Source: an optimization exercise on an open RTL-to-GDS flow (aim: a short achievable clock period and few clock cycles). Production flows keep margins and buffers that such runs may drop.
Only simulation tests tie the RTL to the original design; equivalence was not proved.
No driver is modelled on the clock port, so clocking that relies on it looks cheaper here than on a real chip.

==> 02-17 <==
// lc3b_cache
module lc3b_cache (
	input wire logic clk,
	input wire logic rst_n,
	input wire logic mem_read,
	input wire logic mem_write,
	input logic [16-1:0] mem_address,
	input logic [16-1:0] mem_wdata,
	input logic [1:0] mem_byte_enable,
	output logic [16-1:0] mem_rdata,
	output logic mem_resp,
	output logic pmem_read,
	output logic pmem_write,
	output logic [9+3-1:0] pmem_address,
	output logic [128-1:0] pmem_wdata,
	input logic [128-1:0] pmem_rdata,
	input wire logic pmem_resp
	);
Settings: LEC_CHECK=0, CAP_MARGIN=20, CORE_MARGIN=2, CORE_UTILIZATION=50, SETUP_SLACK_MARGIN=4.4, SLEW_MARGIN=80, SYNTH_HIERARCHICAL=1; clock period 7.0 ns.
standard.sh (not shown) runs the stock make flow with config.mk's settings and CLKGATE_MAP_FILE= SYNTH_SCRIPT=/design/flow/synth_recipe.tcl, a recipe that flattens the netlist after the stock synthesis.
==> flow/flow/run.sh <==
#!/bin/bash
# Own layout flow: the standard ORFS flow (the standard.sh, with its
# synthesis unchanged), with
# - the port buffers made as buf_8 cells instead of the small delay buffers
#   buffer_ports picks by default,
# - the resizer free to change a cell's footprint,
# - a fanout limit set before each repair step (flow/max_fanout.tcl).
# Each step's full log is kept by ORFS under orfs/logs/; make's own output
# goes to make_finish.log here.
set -euo pipefail
W=$(pwd)
MF="$W/flow/max_fanout.tcl"
bash "$W/standard.sh" \
	MATCH_CELL_FOOTPRINT=0 \
	"BUFFER_PORTS_ARGS=-buffer_cell sky130_fd_sc_hd__buf_8" \
	PRE_RESIZE_TCL="$MF" \
	PRE_CTS_TCL="$MF" \
	PRE_GLOBAL_ROUTE_TCL="$MF" \
	finish > "$W/make_finish.log" 2>&1
==> flow/flow/max_fanout.tcl <==
# Limit the fanout the resizer leaves on any net, so that high-fanout nets
# (the address bits and their decoded selects) get balanced buffer trees
# instead of chains of slew-repair buffers.
set_max_fanout 16 [current_design]
==> inputs of 12-03, as changes to 02-17 <==
--- a/flow/design.v
+++ b/flow/design.v
@@ -206,10 +206,21 @@
 	for (int i = 0; i < 8; i++) begin
 		oh[i] = (a == i[2:0]);
 	end
 end
 endmodule
+module dec3en_oh (
+	input logic [2:0] a,
+	input logic en,
+	output logic [7:0] oh
+	);
+always_comb begin
+	for (int i = 0; i < 8; i++) begin
+		oh[i] = en && (a == i[2:0]);
+	end
+end
+endmodule
 module sel8_oh #(
 	parameter int W = 1
 	) (
 	input logic [7:0] oh,
 	input logic [8*W-1:0] d,
@@ -306,10 +317,11 @@
 logic [LB-1:0] data_array [SETS];
 logic [TB-1:0] tag_array [SETS];
 logic [SETS-1:0] valid;
 logic [SETS-1:0] dirty;
 logic resp_q;
+logic resp_int;  
 logic [WB-1:0] rdata_q;
 logic pread_q;
 logic pwrite_q;
 logic [TB+IB-1:0] paddr_q;
 logic [LB-1:0] pwdata_q;
@@ -354,16 +366,10 @@
 for (genvar i = 0; i < SETS; i++) begin : g_tags
 	assign tags_flat[TB*i +: TB] = tag_array[i];
 end
 logic hit;
 hit8 #(.TB(TB)) u_hit (.sel(idx_oh & valid), .tags(tags_flat), .req_tag(req_tag), .hit(hit));
-logic covered;
-logic [7:0] word_written;
-for (genvar w = 0; w < 8; w++) begin : g_cov
-	assign word_written[w] = mask[2*w] & mask[2*w+1];
-end
-sel8_oh #(.W(1)) u_cov (.oh(word_oh), .d(word_written), .y(covered));
 logic victim_dirty;
 sel8_oh #(.W(1)) u_vd (.oh(idx_oh), .d(valid & dirty), .y(victim_dirty));
 logic [1:0] wmask_q;
 logic rd_wait;
 logic fill_sel;
@@ -377,47 +383,62 @@
 for (genvar i = 0; i < SETS; i++) begin : g_word
 	logic [7:0] w_oh;
 	dec3_oh u_dec (.a(word), .oh(w_oh));
 	sel8_oh #(.W(WB)) u_word (.oh(w_oh), .d(data_array[i]), .y(words_flat[WB*i +: WB]));
 end
-logic [1:0] e_arr, e_keep;
-assign e_arr = {2{fill_sel}} & ~wmask_q;
-assign e_keep = {2{fill_sel}} & wmask_q;
-logic [WB-1:0] keep_word, arrive_word;
-assign keep_word = {{8{e_keep[1]}} & rdata_q[15:8], {8{e_keep[0]}} & rdata_q[7:0]};
-sel8c_oh #(.W(8)) u_arrive_lo (.oh(word_oh & {8{e_arr[0]}}), .d(lo_bytes), .c(keep_word[7:0]), .y(arrive_word[7:0]));
-sel8c_oh #(.W(8)) u_arrive_hi (.oh(word_oh & {8{e_arr[1]}}), .d(hi_bytes), .c(keep_word[15:8]), .y(arrive_word[15:8]));
+logic [1:0] e_arr, r_en;
+assign e_arr = {2{rd_wait}} & ~wmask_q;
+assign r_en = ~e_arr;
+logic [7:0] arr_oh_lo, arr_oh_hi;
+dec3en_oh u_arr_dec_lo (.a(word), .en(e_arr[0]), .oh(arr_oh_lo));
+dec3en_oh u_arr_dec_hi (.a(word), .en(e_arr[1]), .oh(arr_oh_hi));
+logic [WB-1:0] arrive_word;
+sel8_oh #(.W(8)) u_arrive_lo (.oh(arr_oh_lo), .d(lo_bytes), .y(arrive_word[7:0]));
+sel8_oh #(.W(8)) u_arrive_hi (.oh(arr_oh_hi), .d(hi_bytes), .y(arrive_word[15:8]));
+logic [8*SETS-1:0] lo_words, hi_words;
+for (genvar i = 0; i < SETS; i++) begin : g_half
+	assign lo_words[8*i +: 8] = words_flat[WB*i +: 8];
+	assign hi_words[8*i +: 8] = words_flat[WB*i+8 +: 8];
+end
+logic [SETS-1:0] r_oh_lo, r_oh_hi;
+dec3en_oh u_r_dec_lo (.a(index), .en(r_en[0]), .oh(r_oh_lo));
+dec3en_oh u_r_dec_hi (.a(index), .en(r_en[1]), .oh(r_oh_hi));
 logic [WB-1:0] word_out;
-sel8c_oh #(.W(WB)) u_rword (.oh(idx_oh & {SETS{!fill_sel}}), .d(words_flat), .c(arrive_word), .y(word_out));
+sel8c_oh #(.W(8)) u_rword_lo (.oh(r_oh_lo), .d(lo_words), .c(arrive_word[7:0]), .y(word_out[7:0]));
+sel8c_oh #(.W(8)) u_rword_hi (.oh(r_oh_hi), .d(hi_words), .c(arrive_word[15:8]), .y(word_out[15:8]));
 logic [LB*SETS-1:0] all_lines;
 for (genvar i = 0; i < SETS; i++) begin : g_lines
 	assign all_lines[LB*i +: LB] = data_array[i];
 end
+logic [TB*SETS-1:0] vtags_flat;
+for (genvar i = 0; i < SETS; i++) begin : g_vtag
+	mux2_w #(.W(TB)) u_vt (.s(valid[i] & dirty[i]), .a(tag_array[i]), .b(req_tag), .y(vtags_flat[TB*i +: TB]));
+end
 logic [SETS-1:0] l_oh;
-dec3_oh u_l_dec (.a(index), .oh(l_oh));
-logic [LB-1:0] line_out;
-sel8_oh #(.W(LB)) u_line (.oh(l_oh), .d(all_lines), .y(line_out));
-logic [TB-1:0] victim_tag;
-sel8_oh #(.W(TB)) u_vtag (.oh(idx_oh), .d(tags_flat), .y(victim_tag));
+dec3en_oh u_l_dec (.a(index), .en(!e_wb), .oh(l_oh));
 logic [LB-1:0] pwdata_d;
-mux2_w #(.W(LB)) u_pwdata (.s(e_wb), .a(pwdata_q), .b(line_out), .y(pwdata_d));
-logic [TB+IB-1:0] paddr_look, paddr_busy, paddr_d;
-assign paddr_look = {victim_dirty ? victim_tag : req_tag, index};
+sel8c_oh #(.W(LB)) u_pwdata (.oh(l_oh), .d(all_lines), .c({LB{e_wb}} & pwdata_q), .y(pwdata_d));
+logic look_en;
+assign look_en = !e_busy || fill_now;
+logic [TB+IB-1:0] paddr_busy, paddr_d;
 mux2_w #(.W(TB+IB)) u_paddr_busy (.s(e_wb && pmem_resp), .a({f_tag, f_idx}), .b(paddr_q), .y(paddr_busy));
-mux2_w #(.W(TB+IB)) u_paddr (.s(!e_busy || fill_now), .a(paddr_look), .b(paddr_busy), .y(paddr_d));
+logic [SETS-1:0] a_oh;
+dec3en_oh u_a_dec (.a(index), .en(look_en), .oh(a_oh));
+sel8c_oh #(.W(TB)) u_paddr_tag (.oh(a_oh), .d(vtags_flat), .c({TB{!look_en}} & paddr_busy[TB+IB-1:IB]), .y(paddr_d[TB+IB-1:IB]));
+assign paddr_d[IB-1:0] = look_en ? index : paddr_busy[IB-1:0];
 logic lookup;
-assign lookup = req && !resp_q;
+assign lookup = req && !resp_int;
 logic e_free;
 assign e_free = !e_busy || (fill_now && !pend);
 logic go_m;
 assign go_m = lookup && e_free;
 logic e_wb_base, e_fill_base;
 assign e_wb_base = e_wb && !pmem_resp;
 assign e_fill_base = (e_wb && pmem_resp) || (e_fill && !pmem_resp);
 logic [6:0] ctl_h, ctl_m, ctl_d;
-assign ctl_h = {rst_n && lookup && !mem_write && pend && !covered && !fill_now,
-	rst_n && lookup && (!pend || mem_write || covered || fill_sel),
+assign ctl_h = {rst_n && lookup && !mem_write && pend && !fill_now,
+	rst_n && lookup && (!pend || mem_write || fill_sel),
 	rst_n && lookup && mem_write,
 	1'b0,
 	rst_n && e_wb_base,
 	rst_n && e_fill_base,
 	pend && !fill_now};
@@ -427,19 +448,22 @@
 	rst_n && go_m,
 	rst_n && (go_m ? victim_dirty : e_wb_base),
 	rst_n && (go_m ? !victim_dirty : e_fill_base),
 	go_m || (pend && !fill_now)};
 mux2_w #(.W(7)) u_ctl (.s(hit), .a(ctl_h), .b(ctl_m), .y(ctl_d));
+logic [2:0] ctl_o;
+mux2_w #(.W(3)) u_ctl_out (.s(hit), .a({ctl_h[5], ctl_h[2], ctl_h[1]}), .b({ctl_m[5], ctl_m[2], ctl_m[1]}), .y(ctl_o));
 always_ff @(posedge clk) begin
 	rd_wait <= ctl_d[6];
-	resp_q <= ctl_d[5];
+	resp_int <= ctl_d[5];
+	resp_q <= ctl_o[2];
 	wc_q <= ctl_d[4];
 	st_q <= ctl_d[3];
 	e_wb <= ctl_d[2];
-	pwrite_q <= ctl_d[2];
+	pwrite_q <= ctl_o[1];
 	e_fill <= ctl_d[1];
-	pread_q <= ctl_d[1];
+	pread_q <= ctl_o[0];
 	wc_pend_q <= ctl_d[0];
 end
 always_ff @(posedge clk) begin
 	pwdata_q <= pwdata_d;
 	paddr_q <= paddr_d;
Settings changed: CAP_MARGIN 20 to 40, CORE_UTILIZATION 50 to 60, SLEW_MARGIN 80 to 90.
==> inputs of 12-12, as changes to 02-17 <==
--- a/flow/design.v
+++ b/flow/design.v
@@ -206,10 +206,21 @@
 	for (int i = 0; i < 8; i++) begin
 		oh[i] = (a == i[2:0]);
 	end
 end
 endmodule
+module dec3en_oh (
+	input logic [2:0] a,
+	input logic en,
+	output logic [7:0] oh
+	);
+always_comb begin
+	for (int i = 0; i < 8; i++) begin
+		oh[i] = en && (a == i[2:0]);
+	end
+end
+endmodule
 module sel8_oh #(
 	parameter int W = 1
 	) (
 	input logic [7:0] oh,
 	input logic [8*W-1:0] d,
@@ -306,10 +317,11 @@
 logic [LB-1:0] data_array [SETS];
 logic [TB-1:0] tag_array [SETS];
 logic [SETS-1:0] valid;
 logic [SETS-1:0] dirty;
 logic resp_q;
+logic resp_int;  
 logic [WB-1:0] rdata_q;
 logic pread_q;
 logic pwrite_q;
 logic [TB+IB-1:0] paddr_q;
 logic [LB-1:0] pwdata_q;
@@ -354,16 +366,10 @@
 for (genvar i = 0; i < SETS; i++) begin : g_tags
 	assign tags_flat[TB*i +: TB] = tag_array[i];
 end
 logic hit;
 hit8 #(.TB(TB)) u_hit (.sel(idx_oh & valid), .tags(tags_flat), .req_tag(req_tag), .hit(hit));
-logic covered;
-logic [7:0] word_written;
-for (genvar w = 0; w < 8; w++) begin : g_cov
-	assign word_written[w] = mask[2*w] & mask[2*w+1];
-end
-sel8_oh #(.W(1)) u_cov (.oh(word_oh), .d(word_written), .y(covered));
 logic victim_dirty;
 sel8_oh #(.W(1)) u_vd (.oh(idx_oh), .d(valid & dirty), .y(victim_dirty));
 logic [1:0] wmask_q;
 logic rd_wait;
 logic fill_sel;
@@ -377,47 +383,62 @@
 for (genvar i = 0; i < SETS; i++) begin : g_word
 	logic [7:0] w_oh;
 	dec3_oh u_dec (.a(word), .oh(w_oh));
 	sel8_oh #(.W(WB)) u_word (.oh(w_oh), .d(data_array[i]), .y(words_flat[WB*i +: WB]));
 end
-logic [1:0] e_arr, e_keep;
-assign e_arr = {2{fill_sel}} & ~wmask_q;
-assign e_keep = {2{fill_sel}} & wmask_q;
-logic [WB-1:0] keep_word, arrive_word;
-assign keep_word = {{8{e_keep[1]}} & rdata_q[15:8], {8{e_keep[0]}} & rdata_q[7:0]};
-sel8c_oh #(.W(8)) u_arrive_lo (.oh(word_oh & {8{e_arr[0]}}), .d(lo_bytes), .c(keep_word[7:0]), .y(arrive_word[7:0]));
-sel8c_oh #(.W(8)) u_arrive_hi (.oh(word_oh & {8{e_arr[1]}}), .d(hi_bytes), .c(keep_word[15:8]), .y(arrive_word[15:8]));
+logic [1:0] e_arr, r_en;
+assign e_arr = {2{rd_wait}} & ~wmask_q;
+assign r_en = ~e_arr;
+logic [7:0] arr_oh_lo, arr_oh_hi;
+dec3en_oh u_arr_dec_lo (.a(word), .en(e_arr[0]), .oh(arr_oh_lo));
+dec3en_oh u_arr_dec_hi (.a(word), .en(e_arr[1]), .oh(arr_oh_hi));
+logic [WB-1:0] arrive_word;
+sel8_oh #(.W(8)) u_arrive_lo (.oh(arr_oh_lo), .d(lo_bytes), .y(arrive_word[7:0]));
+sel8_oh #(.W(8)) u_arrive_hi (.oh(arr_oh_hi), .d(hi_bytes), .y(arrive_word[15:8]));
+logic [8*SETS-1:0] lo_words, hi_words;
+for (genvar i = 0; i < SETS; i++) begin : g_half
+	assign lo_words[8*i +: 8] = words_flat[WB*i +: 8];
+	assign hi_words[8*i +: 8] = words_flat[WB*i+8 +: 8];
+end
+logic [SETS-1:0] r_oh_lo, r_oh_hi;
+dec3en_oh u_r_dec_lo (.a(index), .en(r_en[0]), .oh(r_oh_lo));
+dec3en_oh u_r_dec_hi (.a(index), .en(r_en[1]), .oh(r_oh_hi));
 logic [WB-1:0] word_out;
-sel8c_oh #(.W(WB)) u_rword (.oh(idx_oh & {SETS{!fill_sel}}), .d(words_flat), .c(arrive_word), .y(word_out));
+sel8c_oh #(.W(8)) u_rword_lo (.oh(r_oh_lo), .d(lo_words), .c(arrive_word[7:0]), .y(word_out[7:0]));
+sel8c_oh #(.W(8)) u_rword_hi (.oh(r_oh_hi), .d(hi_words), .c(arrive_word[15:8]), .y(word_out[15:8]));
 logic [LB*SETS-1:0] all_lines;
 for (genvar i = 0; i < SETS; i++) begin : g_lines
 	assign all_lines[LB*i +: LB] = data_array[i];
 end
+logic [TB*SETS-1:0] vtags_flat;
+for (genvar i = 0; i < SETS; i++) begin : g_vtag
+	mux2_w #(.W(TB)) u_vt (.s(valid[i] & dirty[i]), .a(tag_array[i]), .b(req_tag), .y(vtags_flat[TB*i +: TB]));
+end
 logic [SETS-1:0] l_oh;
-dec3_oh u_l_dec (.a(index), .oh(l_oh));
-logic [LB-1:0] line_out;
-sel8_oh #(.W(LB)) u_line (.oh(l_oh), .d(all_lines), .y(line_out));
-logic [TB-1:0] victim_tag;
-sel8_oh #(.W(TB)) u_vtag (.oh(idx_oh), .d(tags_flat), .y(victim_tag));
+dec3en_oh u_l_dec (.a(index), .en(!e_wb), .oh(l_oh));
 logic [LB-1:0] pwdata_d;
-mux2_w #(.W(LB)) u_pwdata (.s(e_wb), .a(pwdata_q), .b(line_out), .y(pwdata_d));
-logic [TB+IB-1:0] paddr_look, paddr_busy, paddr_d;
-assign paddr_look = {victim_dirty ? victim_tag : req_tag, index};
+sel8c_oh #(.W(LB)) u_pwdata (.oh(l_oh), .d(all_lines), .c({LB{e_wb}} & pwdata_q), .y(pwdata_d));
+logic look_en;
+assign look_en = !e_busy || fill_now;
+logic [TB+IB-1:0] paddr_busy, paddr_d;
 mux2_w #(.W(TB+IB)) u_paddr_busy (.s(e_wb && pmem_resp), .a({f_tag, f_idx}), .b(paddr_q), .y(paddr_busy));
-mux2_w #(.W(TB+IB)) u_paddr (.s(!e_busy || fill_now), .a(paddr_look), .b(paddr_busy), .y(paddr_d));
+logic [SETS-1:0] a_oh;
+dec3en_oh u_a_dec (.a(index), .en(look_en), .oh(a_oh));
+sel8c_oh #(.W(TB)) u_paddr_tag (.oh(a_oh), .d(vtags_flat), .c({TB{!look_en}} & paddr_busy[TB+IB-1:IB]), .y(paddr_d[TB+IB-1:IB]));
+assign paddr_d[IB-1:0] = look_en ? index : paddr_busy[IB-1:0];
 logic lookup;
-assign lookup = req && !resp_q;
+assign lookup = req && !resp_int;
 logic e_free;
 assign e_free = !e_busy || (fill_now && !pend);
 logic go_m;
 assign go_m = lookup && e_free;
 logic e_wb_base, e_fill_base;
 assign e_wb_base = e_wb && !pmem_resp;
 assign e_fill_base = (e_wb && pmem_resp) || (e_fill && !pmem_resp);
 logic [6:0] ctl_h, ctl_m, ctl_d;
-assign ctl_h = {rst_n && lookup && !mem_write && pend && !covered && !fill_now,
-	rst_n && lookup && (!pend || mem_write || covered || fill_sel),
+assign ctl_h = {rst_n && lookup && !mem_write && pend && !fill_now,
+	rst_n && lookup && (!pend || mem_write || fill_sel),
 	rst_n && lookup && mem_write,
 	1'b0,
 	rst_n && e_wb_base,
 	rst_n && e_fill_base,
 	pend && !fill_now};
@@ -427,19 +448,22 @@
 	rst_n && go_m,
 	rst_n && (go_m ? victim_dirty : e_wb_base),
 	rst_n && (go_m ? !victim_dirty : e_fill_base),
 	go_m || (pend && !fill_now)};
 mux2_w #(.W(7)) u_ctl (.s(hit), .a(ctl_h), .b(ctl_m), .y(ctl_d));
+logic [2:0] ctl_o;
+mux2_w #(.W(3)) u_ctl_out (.s(hit), .a({ctl_h[5], ctl_h[2], ctl_h[1]}), .b({ctl_m[5], ctl_m[2], ctl_m[1]}), .y(ctl_o));
 always_ff @(posedge clk) begin
 	rd_wait <= ctl_d[6];
-	resp_q <= ctl_d[5];
+	resp_int <= ctl_d[5];
+	resp_q <= ctl_o[2];
 	wc_q <= ctl_d[4];
 	st_q <= ctl_d[3];
 	e_wb <= ctl_d[2];
-	pwrite_q <= ctl_d[2];
+	pwrite_q <= ctl_o[1];
 	e_fill <= ctl_d[1];
-	pread_q <= ctl_d[1];
+	pread_q <= ctl_o[0];
 	wc_pend_q <= ctl_d[0];
 end
 always_ff @(posedge clk) begin
 	pwdata_q <= pwdata_d;
 	paddr_q <= paddr_d;
Settings changed: CORE_UTILIZATION 50 to 60, SETUP_SLACK_MARGIN 4.4 to 4.25.
==> qor summary <==
|  | 12-03 | 02-17 | 12-12 |
|---|---|---|---|
| Run status | did not finish | finished clean | finished clean |
| Failing step | detailed placement | - | - |
| Area post-placement | - | 93200 µm² | 91700 µm² |
| Reg area | - | 38200 µm² | 38100 µm² |
| Count of vias placed by the detailed router | - | 60545 | 62259 |
| Commonest non-fill, non-tap cell in the layout | - | sky130_fd_sc_hd__a22oi_2 | sky130_fd_sc_hd__edfxtp_1 |
| Met3 Routed Length | - | 54800 µm | 61200 µm |
| Antenna diode count | - | 7 | 15 |
| Critical path endpoint category | - | flip-flop | flip-flop |
| Total setup buffers inserted after CTS | - | 148 | 25 |
| Worst hold path endpoint | - | tag_array[7][7] | mask[4] |
| CP Launch Point | - | mem_address[1] | mem_address[6] |
| Clock transition time at the flip-flop clock pins of the worst setup and hold paths | - | 0.06 ns | 0.06 ns |
| Row count | 130 | 142 | 130 |
| Wire length on met1 | - | 132000 µm | 115000 µm |
| Minimum hold slack | - | 0.486 ns | 0.473 ns |
| Startpoint type of the worst setup path | - | input port | input port |
| Area of combinational cells with multiple inputs | - | 40000 µm² | 39600 µm² |
| Number of cells upsized or downsized after cts | - | 540 | 203 |
| Post-synthesis mux area share | 17.4% | 18.7% | 17.4% |
Testbench counts of 02-17, summed over its fixed seeds: cycles 70,032.
Testbench counts of 12-03, summed over its fixed seeds: cycles 70,052.
Testbench counts of 12-12, summed over its fixed seeds: cycles 70,052.

-- separate check: timing with driven ports --
The flow's constraints put no driver on any port. The routed layouts listed below were extracted and timed again, unchanged, in two steps.
Step 1: set_driving_cell puts a clkbuf_16 on clk and a buf_2 on each other input, an assumption about the parent block.
Step 2 moves the port delays by t, midway between the first and last clock arrival at a register: inputs arrive t later, outputs are due t later. That takes back most of the time a late clock gives input paths.
Three values: ideal ports, drivers, drivers and shift; two values: the first two.
run | t (ns) | slack for setup (ns) | worst slew at a driven data input, ns
02-17 | 0.875 | 4.018 / 4.050 / 3.176 | 0.21
12-12 | 0.895 | 4.078 / 4.122 / 3.227 | 0.20
After both steps every run listed still meets setup and hold. For 12-12, which loses most, drivers alone change the setup slack by +0.044 ns; drivers and shift together by -0.851 ns.
